Source: an optimization exercise on an open RTL-to-GDS flow (aim: small area, a short achievable clock period and few clock cycles per item). Production flows keep margins and buffers that such runs may drop.
Only simulation tests tie the RTL to the original design; equivalence was not proved.

<file path="flow/config.mk">
export PLATFORM = sky130hd
export DESIGN_NAME = indexed_deque_buffer
export DESIGN_NICKNAME = indexed_deque_buffer
export VERILOG_FILES = /design/flow/design.v
export SDC_FILE = /design/flow/constraint.sdc
export NUM_CORES = 4
export LEC_CHECK = 0
export CAP_MARGIN = 20
export CORE_MARGIN = 2
export CORE_UTILIZATION = 40
export SLEW_MARGIN = 20
</file>
<file path="flow/constraint.sdc">
create_clock -name core_clock -period 6.0 [get_ports {clk}]
set_input_delay 1.2000 -clock core_clock [delete_from_list [all_inputs] [get_ports {clk}]]
set_output_delay 1.2000 -clock core_clock [all_outputs]
set_load 0.01 [all_outputs]
</file>
<file path="flow/design.v">
package idb_pkg;
  localparam int CAPACITY   = 16;
  localparam int WORD_WIDTH = 32;
  localparam int IDX_W      = (CAPACITY > 1) ? $clog2(CAPACITY) : 1;
  localparam int CNT_W      = $clog2(CAPACITY + 1);
  localparam int IN_DATA_W  = 40;
  localparam int IN_USER_W  = 8;
  localparam int OUT_DATA_W = 40;
  typedef logic [WORD_WIDTH-1:0] word_t;
  typedef logic [IDX_W-1:0]      idx_t;
  typedef logic [CNT_W-1:0]      cnt_t;
  typedef enum logic [2:0] {
    OP_PUSH_BACK  = 3'd0,
    OP_PUSH_FRONT = 3'd1,
    OP_POP_BACK   = 3'd2,
    OP_POP_FRONT  = 3'd3,
    OP_READ       = 3'd4,
    OP_WRITE      = 3'd5,
    OP_REMOVE     = 3'd6,
    OP_INSERT     = 3'd7
  } op_t;
  typedef enum logic [1:0] {
    ST_OK     = 2'd0,
    ST_EMPTY  = 2'd1,
    ST_FULL   = 2'd2,
    ST_BADIDX = 2'd3
  } status_t;
  typedef enum logic [1:0] {
    CMD_NONE   = 2'd0,
    CMD_WRITE  = 2'd1,    
    CMD_INSERT = 2'd2,    
    CMD_DELETE = 2'd3     
  } cmd_mode_t;
  typedef struct packed {
    cmd_mode_t mode;
    idx_t      pos;
    word_t     word;
  } cell_cmd_t;
endpackage
module idb_cell (
  input  logic           clk,
  input  logic           we,
  input  idb_pkg::word_t wdata,
  output idb_pkg::word_t word
);
  always_ff @(posedge clk) begin
    if (we) word <= wdata;
  end
endmodule
module indexed_deque_buffer (
  input  logic                           clk,
  input  logic                           rst,
  input  logic                           s_tvalid,
  output logic                           s_tready,
  input  logic [idb_pkg::IN_DATA_W-1:0]  s_tdata,
  input  logic [idb_pkg::IN_USER_W-1:0]  s_tuser,
  output logic                           m_tvalid,
  input  logic                           m_tready,
  output logic [idb_pkg::OUT_DATA_W-1:0] m_tdata
);
  localparam int N = idb_pkg::CAPACITY;
  idb_pkg::cnt_t  count;
  idb_pkg::idx_t  perm [N];
  idb_pkg::idx_t  step;                
  idb_pkg::word_t slot_word [N];
  logic             r_rd;
  idb_pkg::idx_t    r_slot;
  idb_pkg::status_t r_status;
  idb_pkg::cnt_t    r_count;
  idb_pkg::op_t   op;
  idb_pkg::word_t in_value;
  idb_pkg::idx_t  in_index, in_end;
  assign op       = idb_pkg::op_t'(s_tuser[2:0]);
  assign in_value = s_tdata[31:0];
  assign in_index = s_tdata[35:32];
  assign in_end   = s_tdata[39:36];
  logic full, empty, idx_in_range, end_past, rev, rm_do, last_step, out_free;
  idb_pkg::idx_t rm_len;               
  assign full         = count[idb_pkg::CNT_W-1];
  assign empty        = (count == '0);
  assign idx_in_range = ({1'b0, in_index} < count);
  assign end_past     = ({1'b0, in_end} >= count);
  assign rev          = (in_end < in_index);
  assign rm_len       = in_end - in_index;
  assign rm_do        = (op == idb_pkg::OP_REMOVE) && !rev && !end_past;
  assign last_step    = (step == rm_len);
  assign out_free     = !m_tvalid || m_tready;
  logic accept, rm_step;
  assign s_tready = out_free && !(rm_do && !last_step);
  assign accept   = s_tvalid && s_tready;
  assign rm_step  = s_tvalid && rm_do && (!last_step || out_free);
  idb_pkg::idx_t addr, aslot;
  always_comb begin
    case (op)
      idb_pkg::OP_POP_BACK:  addr = idb_pkg::IDX_W'(count - 1'b1);
      idb_pkg::OP_POP_FRONT: addr = '0;
      default:               addr = in_index;
    endcase
  end
  assign aslot = perm[addr];
  idb_pkg::status_t status;
  idb_pkg::cnt_t    count_next;
  logic             ins, del, wr, rd;
  idb_pkg::idx_t    ins_pos;
  always_comb begin
    status     = idb_pkg::ST_OK;
    count_next = count;
    ins        = 1'b0;
    del        = 1'b0;
    wr         = 1'b0;
    rd         = 1'b0;
    ins_pos    = count[idb_pkg::IDX_W-1:0];
    case (op)
      idb_pkg::OP_PUSH_BACK, idb_pkg::OP_PUSH_FRONT, idb_pkg::OP_INSERT: begin
        if (full) status = idb_pkg::ST_FULL;
        else begin
          ins        = 1'b1;
          count_next = count + 1'b1;
          if (op == idb_pkg::OP_PUSH_FRONT) ins_pos = '0;
          else if (op == idb_pkg::OP_INSERT && idx_in_range) ins_pos = in_index;
        end
      end
      idb_pkg::OP_POP_BACK, idb_pkg::OP_POP_FRONT: begin
        if (empty) status = idb_pkg::ST_EMPTY;
        else begin
          rd         = 1'b1;
          del        = (op == idb_pkg::OP_POP_FRONT);
          count_next = count - 1'b1;
        end
      end
      idb_pkg::OP_READ: begin
        if (!idx_in_range) status = idb_pkg::ST_BADIDX;
        else rd = 1'b1;
      end
      idb_pkg::OP_WRITE: begin
        if (!idx_in_range) status = idb_pkg::ST_BADIDX;
        else wr = 1'b1;
      end
      default: begin
        if (!rev) begin
          if (end_past) status = idb_pkg::ST_BADIDX;
          else count_next = count - idb_pkg::CNT_W'(rm_len) - 1'b1;
        end
      end
    endcase
  end
  logic do_ins, do_del;
  assign do_ins = accept && ins;
  assign do_del = (accept && del) || rm_step;
  always_ff @(posedge clk) begin
    for (int p = 0; p < N; p++) begin
      if (rst) perm[p] <= idb_pkg::IDX_W'(p);
      else if (do_ins) begin
        if (idb_pkg::IDX_W'(p) == ins_pos) perm[p] <= perm[N-1];
        else if (idb_pkg::IDX_W'(p) > ins_pos) perm[p] <= perm[(p+N-1)%N];
      end else if (do_del) begin
        if (p == N-1) perm[p] <= aslot;
        else if (idb_pkg::IDX_W'(p) >= addr) perm[p] <= perm[(p+1)%N];
      end
    end
  end
  always_ff @(posedge clk) begin
    if (rst) begin
      count <= '0;
      step  <= '0;
    end else begin
      if (accept) count <= count_next;
      if (rm_step) step <= last_step ? '0 : step + 1'b1;
    end
  end
  idb_pkg::idx_t wslot;
  logic          wen;
  assign wslot = wr ? aslot : perm[N-1];
  assign wen   = accept && (wr || ins);
  for (genvar i = 0; i < N; i++) begin : g_slot
    idb_cell u_cell (
      .clk   (clk),
      .we    (wen && (wslot == idb_pkg::IDX_W'(i))),
      .wdata (in_value),
      .word  (slot_word[i])
    );
  end
  always_ff @(posedge clk) begin
    if (rst) m_tvalid <= 1'b0;
    else if (accept) m_tvalid <= 1'b1;
    else if (m_tready) m_tvalid <= 1'b0;
    if (accept) begin
      r_rd     <= rd;
      r_slot   <= aslot;
      r_status <= status;
      r_count  <= count_next;
    end
  end
  assign m_tdata = {1'b0, r_status, r_count, r_rd ? slot_word[r_slot] : idb_pkg::word_t'(0)};
endmodule
</file>
<file path="flow/run.sh">
#!/bin/bash
# synth_recipe.tcl (not shown) runs the flow's synth.tcl, then flattens the netlist and writes it again
# the make line also repeats each setting of config.mk as NAME=value (left out here)
make -C /OpenROAD-flow-scripts/flow DESIGN_CONFIG=/design/flow/config.mk WORK_HOME=/design/flow/orfs CLKGATE_MAP_FILE= SYNTH_SCRIPT=/design/flow/synth_recipe.tcl finish
</file>
==> metrics.cfg <==
[min_path]
hold_depth = 2
worstHoldStart = perm[0][1]
hold_path_class = register to register
worst_hold_path.endpoint = perm[0][1]

[floorplan]
floorplan.initialDensity_pct = 40.3
vert_die_dim_um = 255
fp-row-count = 92
ioPinCount = 94
die_outline_area_sq_um = 65200
core_area_sq_um = 62700
die_width_um = 255

[timing]
setup_repair_after_global_routing_missed_its_margin = false
finalSetupViolations = 0
timing_worst_slew_pin_value_ns = 1.24
hold_ws_ns = 0.476
timing.final.crit_period_ns = 5.29
timing.slew.headroom_pct = 16.0
final.period_utilization_pct = 88.1
report.final.slew_viol_count = 0
timing_hold_violations_final = 0
final.setup.tns_ns = 0
worst_clock_skew_ns = 0.0601
max_fclk_mhz = 189

[yosys]
synth-seq-cells = 598
async_flop_share_pct = 0
yosys_warnings = 5
synth_top_cells_by_area = edfxtp_1, a22oi_1, dfxtp_1
mappedNetlistArea_sq_um = 25300
yosysMostFrequentCell = edfxtp_1
synth_flop_cell = edfxtp_1
synthesis.area_per_instance_sq_um = 13.7
synth-edff-count = 524
post_synth_inst_count = 1843
post-synth-top-area-cell = edfxtp_1
sequential_cell_area_fraction_in_the_yosys_report_pct = 68.1
yosys.area.top_type_share_pct = 62.3
syn_nets = 1915
synth.distinct_cells = 85
synth_cell_count_leaders = edfxtp_1, a22oi_1, nand2_1

[pwr]
switching_share_pct = 25.0
p_int_mw = 7.05
power_density_nw_per_um2 = 316
peakVddDrop_mv = 0.273
total_leakage_power_nw = 9.59
comb_power_share_pct = 11.8
power_frac_clock_pct = 38.4
power.switching_mw = 2.35
total_power_mw = 9.40
share_seq_of_total_power_pct = 49.8

[place]
port_buffers = 87
gp_congestion = 0.904
hpwlAfterDp_mm = 46.0
dpl-instance-area_sq_um = 27800

[setup_path]
max_stage_delay_ns = 0.77
worst_r2r_path_depth = 13
crit_family = compound AO/OA/AOI/OAI gates
worst_ep_required_time_ns = 4.80
cp_cell_sequence = clkdlybuf4s50_1 > inv_1 > ha_1 > nand2b_1 > a2111oi_1 > o31ai_2 > a21oi_1 > buf_4 > nor2_1 > clkdlybuf4s50_1
critical_path.reg2reg.startpoint = count[1]
r2r_setup_slk_ns = 1.09
cpMostUsedCell = clkdlybuf4s50_1
rr_endpoint = g_slot[0].u_cell.word[30]
worstPathArrival_ns = 4.09
criticalPathCategory = input pin to primary output
critPathMaxFanout = 8
worstSetupStartpointType = input pin
worstSetupEndpointType = primary output
critical_path.n_buffers_inverters = 4
cpMaxStageDelayCell = a2111oi_1

[global_routing]
grt_antenna_before_repair = 5
grt_first_pass_wirelength_mm = 113
grt_start_max_net_pins = 55
first_global_vias = 17000
overflow = 0
groute.usage.overall_pct = 23.1

[cts]
sinks_on_clock_net = 598
numCtsBuffers = 60
cts_tree = built
post_cts_resized = 0
clk_pin_slew_worst_paths_ns = 0.05
cts_post_setup_buffers_inserted = 0
holdBufCountCts = 0
clk_path_buf_depth = 3
htreeDepth = 2
clk_root_buffer_cell = clkbuf_16
clock_latency_ns = 0.65

[route]
postRouteAntennaNets = 0
dr_total_vias = 17800
viasPerCell = 6.22
drt_pass1_iterations = 7
first_iter_violations = 2062
wirelength_mm = 77.4
wire_per_inst_um = 27.1
total_drc_errors_in_the_routed_layout = 0

[flow_run]
timing.max_cap.violations = 0

[final_layout]
num-nets-final = 2032
drive_gt1_share_pct = 13.7
area_growth_pct = 17.8
post-route-util_pct = 47.4
non_filler_cell_area_final_sq_um = 29700

[outcome]
run_status = no timing/DRC/antenna violations

[power groups by stage]
stage                     logic (mW)  registers, mW  clock network (mW)
after global routing            1.19           4.69                3.81
after floorplan                0.617           4.73                   0
after detailed placement        1.09           4.77                   0
final                           1.11           4.68                3.61
after CTS                       1.10           4.68                3.66
after global placement          1.08           4.77                   0
[kinds of logic (layout without fill, tap and decap cells)]
kind of cell	count (synthesis)	in the layout	synth area share, %
XOR/XNOR	9	9	0.371
flip-flops	598	598	68.1
buffers and inverters	145	311	2.26
AO/OA/AOI/OAI	591	591	17.5
adder cells (fa/ha/maj)	20	20	1.05
other	1	3	0.0148
AND/OR/NAND/NOR	413	413	7.96
multiplexers	66	66	2.66
[layout make-up]
cell class	instances	area [sq um]
antenna	2	5.00
clock buffer	82	1660
clock inverter	29	260
fill	5434	33000
inverter	23	86.3
multi-input combinational	1100	7730
sequential	598	17200
tap	846	1060
timing repair buffer	177	1730
[state kept, by name, summed over array words and instances, names as in the netlist]
| signal | cells |
|---|---|
| r_status | 2 |
| step | 4 |
| r_rd | 1 |
| count | 5 |
| perm | 64 |
| g_slot.u_cell.word | 512 |
| r_count | 5 |
| r_slot | 4 |
| m_tvalid | 1 |
[tightest hold or removal path: cells and delay by family (launching register included)]
kind,cells,cell delay (ns)
flip-flops,1,0.32
buffers and inverters,1,0.05
AO/OA/AOI/OAI,1,0.05
[routing by layer]
layer / share of wire (%) / global-route usage (%) / vias up
met4: 2.9 / 7.40 / 6
met5: 0.050 / 0 / -
met3: 8.6 / 4.24 / 153
met2: 45 / 35.5 / 855
li1: - / - / 7737
met1: 43 / 33.3 / 9010
[per-stage QoR]
step	setup slack, ns	instances
2_1_floorplan	-0.857	1843
3_3_place_gp	0.576	2744
3_5_place_dp	0.556	2744
4_1_cts	0.778	2855
5_1_grt	0.544	2857
6_report	0.712	2857
[cell usage in the layout, fill, tap and decap left out, types with 6 or more instances in the layout]
cell type        netlist  final
o211ai_1              10     10
a311oi_1              10     10
a221oi_1              26     26
o221a_2               35     35
o2bb2ai_1              6      6
a211o_1               25     25
a21oi_1               90     90
inv_1                 23     23
nand3_1               46     46
mux2i_1               56     56
clkinvlp_4             0      6
a311o_1                9      9
o21a_1                13     13
o21ai_0               49     49
mux2_2                10     10
nor3_1                38     24
clkbuf_8               0      8
clkdlybuf4s50_1        0     86
a21o_1                 7      7
nand2b_1              12     12
a31oi_1               11     11
clkinv_1               0     12
edfxtp_1             524    524
buf_12                 0     15
o22ai_1                7      7
dfxtp_1               74     74
clkbuf_1             102     14
nor3_2                 0     10
buf_4                  2     75
nor2_1               101     91
nand2_1              111    111
nor2b_1               10      9
a22oi_1              200    200
a211oi_1              17     17
a22o_1                19     19
clkbuf_16              0     60
nor4_1                 7      6
ha_1                  18     18
nor2_4                 0      9
nand4_1               52     52
[worst max path at each step]
stage / start / endpoint / slack, ns / cells past startpoint
2_1_floorplan: s_tdata[36] / g_slot[10].u_cell.word[0] / -0.86 / 12
3_3_place_gp: s_tuser[2] / g_slot[11].u_cell.word[20] / 0.58 / 11
3_5_place_dp: s_tuser[2] / g_slot[0].u_cell.word[20] / 0.56 / 11
4_1_cts: s_tdata[36] / s_tready / 0.78 / 10
5_1_grt: s_tdata[36] / s_tready / 0.54 / 10
6_report: s_tdata[36] / s_tready / 0.71 / 10
Testbench counts, summed over its fixed seeds: cycles 12,812, ops 12,000.

[port drivers added, routing unchanged]
In the flow no input, the clock included, has a driving cell. The finished layout below was timed again as built, in two steps. Step 1, drivers: a clkbuf_16 drives clk and a buf_2 each remaining input, both assumed. Step 2, shift: input delay + t, output delay - t, t = (earliest + latest rising clock arrival at the registers) / 2. This alone moves slack from input paths to output paths. Slacks: ideal ports / drivers / drivers and shift; pairs: ideal ports / drivers.
t (ns): 0.687
setup slack, ns: 0.712 / 0.684 / 0.409
worst setup path at the end: input to register
slew at the worst register clock pin (ns): 0.07 / 0.07
pins driven straight from the clock port: 1
After both steps setup and hold are still met in this run. For this run, drivers alone change the setup slack by -0.028 ns; drivers and shift together by -0.303 ns.
